From an optimization exercise on the open Yosys and OpenROAD flow, aimed at small area, a short achievable clock period and few clock cycles; shortcuts taken in it are not production practice. The RTL was checked by simulation tests, not by an equivalence proof against the original design. No activity file was given, so power comes from the tool's default toggle rates.

run 1:
==> flow/design.v <==
`timescale 1ns/1ps
`default_nettype none
package mulDivPkg;
	typedef enum logic {
		OpMul = 1'b0,
		OpDiv = 1'b1
	} mulDivOp;
	typedef struct packed {
		logic cyc;
		logic stb;
		logic we;
		logic [4:0] adr;
		logic [32-1:0] datW;
	} wbReq;
	typedef struct packed {
		logic [32-1:0] datR;
		logic ack;
	} wbRsp;
	typedef struct packed {
		logic [32-1:0] hi;
		logic [32-1:0] lo;
	} hiLo;
endpackage
`default_nettype wire
`timescale 1ns/1ps
`default_nettype none
module mulDivUnit (
	input  logic Clock,
	input  logic rstN,
	input  logic wbCyc,
	input  logic wbStb,
	input  logic wbWe,
	input  logic [4:0] wbAdr,
	input  logic [32-1:0] wbDatW,
	output logic [32-1:0] wbDatR,
	output logic wbAck
);
	localparam int W = 32;
	logic [W-1:0] opA;
	logic [W-1:0] opB;
	logic [W-1:0] hi;      
	logic [W-1:0] lo;      
	logic [W-1:0] dvs;     
	logic selXDiv;         
	logic selXHi;          
	logic selYOne;         
	logic selYTwo;         
	logic selYLo;          
	logic inv;             
	logic cin;
	logic negA;            
	logic negQ;            
	logic exact;           
	logic divZero;
	logic sMul;
	logic sDiv;
	logic sFix1;
	logic sFix2;
	logic [4:0] count;
	logic req;
	logic wr;
	logic [2:0] word;
	logic start;
	logic last;
	logic busy;
	assign req = wbCyc && wbStb;
	assign wr = req && wbWe;
	assign word = wbAdr[4:2];
	assign wbAck = req;
	assign busy = sMul || sDiv || sFix1 || sFix2;
	assign start = wr && (word == 3'd2) && !busy;
	assign last = (sMul && count[3:0] == 4'd15) || (sFix1 && !negA && !negQ) || sFix2;
	always_comb begin
		case (word)
			3'd0: wbDatR = opA;
			3'd1: wbDatR = opB;
			3'd3: wbDatR = {{(W-2){1'b0}}, divZero, busy && !last};
			3'd4: wbDatR = lo;
			3'd5: wbDatR = hi;
			default: wbDatR = '0;
		endcase
	end
	logic [1:0] skip;
	logic bigDvs8;
	logic bigDvs16;
	logic bigDvs24;
	assign bigDvs24 = (opB[W-1:25] != {(W-25){opB[W-1]}});
	assign bigDvs16 = (opB[W-1:17] != {(W-17){opB[W-1]}});
	assign bigDvs8 = (opB[W-1:9] != {(W-9){opB[W-1]}});
	assign skip = bigDvs24 ? 2'd3 : bigDvs16 ? 2'd2 : bigDvs8 ? 2'd1 : 2'd0;
	function automatic logic [2:0] boothDigit(input logic [2:0] b);
		boothDigit[2] = (b == 3'b011) || (b == 3'b100);
		boothDigit[1] = b[2] && !(b[1] && b[0]);
		boothDigit[0] = (b == 3'b000) || (b == 3'b111);
	endfunction
	logic [W+1:0] x;
	logic [W+1:0] y;
	logic [W+1:0] sum;
	logic wrongSide;       
	assign wrongSide = hi[W-1] ^ negA;
	assign exact = negA && (dvs == '0);
	assign x = ({(W+2){selXDiv}} & {hi[W-1], hi, lo[W-1]})
		| ({(W+2){selXHi}} & {{2{hi[W-1]}}, hi});
	assign y = ({(W+2){selYOne}} & {{2{dvs[W-1]}}, dvs})
		| ({(W+2){selYTwo}} & {dvs[W-1], dvs, 1'b0})
		| ({(W+2){selYLo}} & {2'b0, lo});
	logic startMul;
	logic startDiv;
	logic nMul;
	logic nDiv;
	logic nFix1;
	logic nFix2;
	logic [2:0] digit;     
	logic nDivInv;         
	assign startMul = start && !wbDatW[0];
	assign startDiv = start && wbDatW[0] && (opB != '0);
	assign nMul = rstN && (startMul || (sMul && count[3:0] != 4'd15));
	assign nDiv = rstN && (startDiv || (sDiv && count != 5'd31));
	assign nFix1 = rstN && sDiv && count == 5'd31;
	assign nFix2 = rstN && sFix1 && (negA || negQ);
	assign digit = sMul ? boothDigit(lo[3:1]) : boothDigit({opA[1:0], 1'b0});
	assign nDivInv = sDiv ? !(sum[W-1] ^ dvs[W-1]) : !(opA[W-1] ^ opB[W-1]);
	always_ff @(posedge Clock) begin
		selXDiv <= nDiv;
		selXHi <= nMul || nFix1;
		selYOne <= nDiv || nFix1 || (nMul && !digit[2] && !digit[0]);
		selYTwo <= nMul && digit[2];
		selYLo <= nFix2;
		inv <= (nMul && digit[1]) || ((nDiv || nFix1) && nDivInv);
		cin <= (nMul && digit[1]) || ((nDiv || nFix1) && nDivInv) || nFix2;
	end
	assign sum = x + (y ^ {(W+2){inv}}) + {{(W+1){1'b0}}, cin};
	always_ff @(posedge Clock) begin
		if (!rstN) begin
			sMul <= 1'b0;
			sDiv <= 1'b0;
			sFix1 <= 1'b0;
			sFix2 <= 1'b0;
			count <= '0;
			hi <= '0;
			lo <= '0;
			divZero <= 1'b0;
		end else begin
			if (start) begin
				if (!wbDatW[0]) begin
					hi <= '0;
					lo <= opA;
					count <= '0;
					divZero <= 1'b0;
					sMul <= 1'b1;
				end else if (opB == '0) begin
					hi <= '0;
					lo <= '0;
					divZero <= 1'b1;
				end else begin
					case (skip)
						2'd3: begin
							hi <= {{8{opA[W-1]}}, opA[W-1:8]};
							lo <= {opA[7:0], {24{opA[W-1] ^ opB[W-1]}}};
						end
						2'd2: begin
							hi <= {{16{opA[W-1]}}, opA[W-1:16]};
							lo <= {opA[15:0], {16{opA[W-1] ^ opB[W-1]}}};
						end
						2'd1: begin
							hi <= {{24{opA[W-1]}}, opA[W-1:24]};
							lo <= {opA[23:0], {8{opA[W-1] ^ opB[W-1]}}};
						end
						default: begin
							hi <= {W{opA[W-1]}};
							lo <= opA;
						end
					endcase
					count <= {skip, 3'd0};
					divZero <= 1'b0;
					sDiv <= 1'b1;
				end
			end
			if (sMul) begin
				hi <= sum[W+1:2];
				lo <= {sum[1:0], lo[W-1:2]};
				count <= count + 1'b1;
				if (count[3:0] == 4'd15) sMul <= 1'b0;
			end
			if (sDiv) begin
				hi <= sum[W-1:0];
				lo <= {lo[W-2:0], sum[W+1] ^ !dvs[W-1]};
				count <= count + 1'b1;
				if (count == 5'd31) begin
					sDiv <= 1'b0;
					sFix1 <= 1'b1;
				end
			end
			if (sFix1) begin
				if (wrongSide) hi <= sum[W-1:0];
				sFix1 <= 1'b0;
				sFix2 <= negA || negQ;
			end
			if (sFix2) begin
				if (negQ ^ exact) lo <= sum[W-1:0];
				if (exact) hi <= '0;
				sFix2 <= 1'b0;
			end
		end
	end
	always_ff @(posedge Clock) begin
		if (!busy) begin
			if (start) begin
				dvs <= opB;
				negA <= opA[W-1];
				negQ <= opA[W-1] ^ opB[W-1];
			end
		end
		if (sFix1) begin
			dvs <= wrongSide ? hi : sum[W-1:0];
		end
	end
	always_ff @(posedge Clock) begin
		if (!rstN) begin
			opA <= '0;
			opB <= '0;
		end else begin
			if (wr && word == 3'd0) opA <= wbDatW;
			if (wr && word == 3'd1) opB <= wbDatW;
		end
	end
endmodule
`default_nettype wire
Settings: LEC_CHECK=0, CAP_MARGIN=20, CORE_MARGIN=2, CORE_UTILIZATION=40, SETUP_SLACK_MARGIN=2.1, SLEW_MARGIN=20; clock period 5.5 ns.
run.sh (not shown) runs the stock make flow with config.mk's settings and CLKGATE_MAP_FILE= SYNTH_SCRIPT=/design/flow/synth_recipe.tcl, a recipe that flattens the netlist after the stock synthesis.
Run 1 reached the end of the flow, and the finished layout is clean on the timing, design-rule and antenna checks.
Testbench counts of run 1, summed over its fixed seeds: cycles 32,091.
Input changes introduced in run 2 (baseline for comparison: run 1):
# run 1
export LEC_CHECK = 0
export CAP_MARGIN = 20
export CORE_MARGIN = 2
export CORE_UTILIZATION = 40
export SETUP_SLACK_MARGIN = 2.1
export SLEW_MARGIN = 20
create_clock -name core_clock -period 5.5 [get_ports {Clock}]
# run 2
export LEC_CHECK = 0
export CAP_MARGIN = 20
export CORE_MARGIN = 2
export CORE_UTILIZATION = 40
export SETUP_SLACK_MARGIN = 1.1
export SLEW_MARGIN = 20
create_clock -name core_clock -period 5.5 [get_ports {Clock}]
[summary]
Looking at the reports, run 2 completed the entire flow and the layout it produced met the timing, design-rule and antenna checks.
Relative to run 1, clock skew has decreased by 4.5 ps in run 2.
The fraction of final layout cells sized beyond drive strength 1 reported for run 2 is smaller than that of run 1 by 16 points.
Run 2 vs. run 1: post-route cell area lost 0.0025 sq mm, switching component of the power lost about 3.4%, reported leakage power lost about 18%.
Here is what was changed in the inputs of run 3 compared with run 2.
# run 2
export LEC_CHECK = 0
export CAP_MARGIN = 20
export CORE_MARGIN = 2
export CORE_UTILIZATION = 40
export SETUP_SLACK_MARGIN = 1.1
export SLEW_MARGIN = 20
create_clock -name core_clock -period 5.5 [get_ports {Clock}]
# run 3
export LEC_CHECK = 0
export CAP_MARGIN = 20
export CORE_MARGIN = 2
export CORE_UTILIZATION = 40
export SETUP_SLACK_MARGIN = 1.6
export SLEW_MARGIN = 20
create_clock -name core_clock -period 5.5 [get_ports {Clock}]
Worst-case reg-to-reg path depth is higher on run 3. In the metrics for run 2 and run 3, the one carrying the higher post-route standard cell area excluding fillers is run 3. Delta(fill cell total of the finished layout, run 3 - run 2) < 0. Cmp run 3 vs run 2: transition at the pin with the smallest max-transition slack lower in run 3. Run 3 contains more vias than run 2.

static timing again, ports no longer ideal:
In the flow no input, the clock included, has a driving cell. The finished layouts below were timed again as built, in two steps. Step 1 sets driving cells, clkbuf_16 on the clock port and buf_2 on the other inputs (assumed; they add their load-dependent delay and slew). Step 2 also shifts input and output timing later by t, the mid clock arrival at the registers, as if the neighbouring blocks saw the same clock. a / b / c = no drivers / after step 1 / after step 2; a / b = the first two.
run	t, ns	setup slack, ns	worst setup path at the end	worst data-port slew with drivers (ns)	pins driven straight from the clock port
run 1	0.488	1.829 / 1.826 / 1.723	input to register	0.06	1
run 2	0.498	1.248 / 1.227 / 1.203	input to register	0.04	1
run 3	0.496	1.644 / 1.621 / 1.316	input to register	0.04	1
After both steps every run listed still meets setup and hold. The setup slack of run 3, which loses most, moves by -0.023 ns with the drivers and by -0.328 ns with both steps.
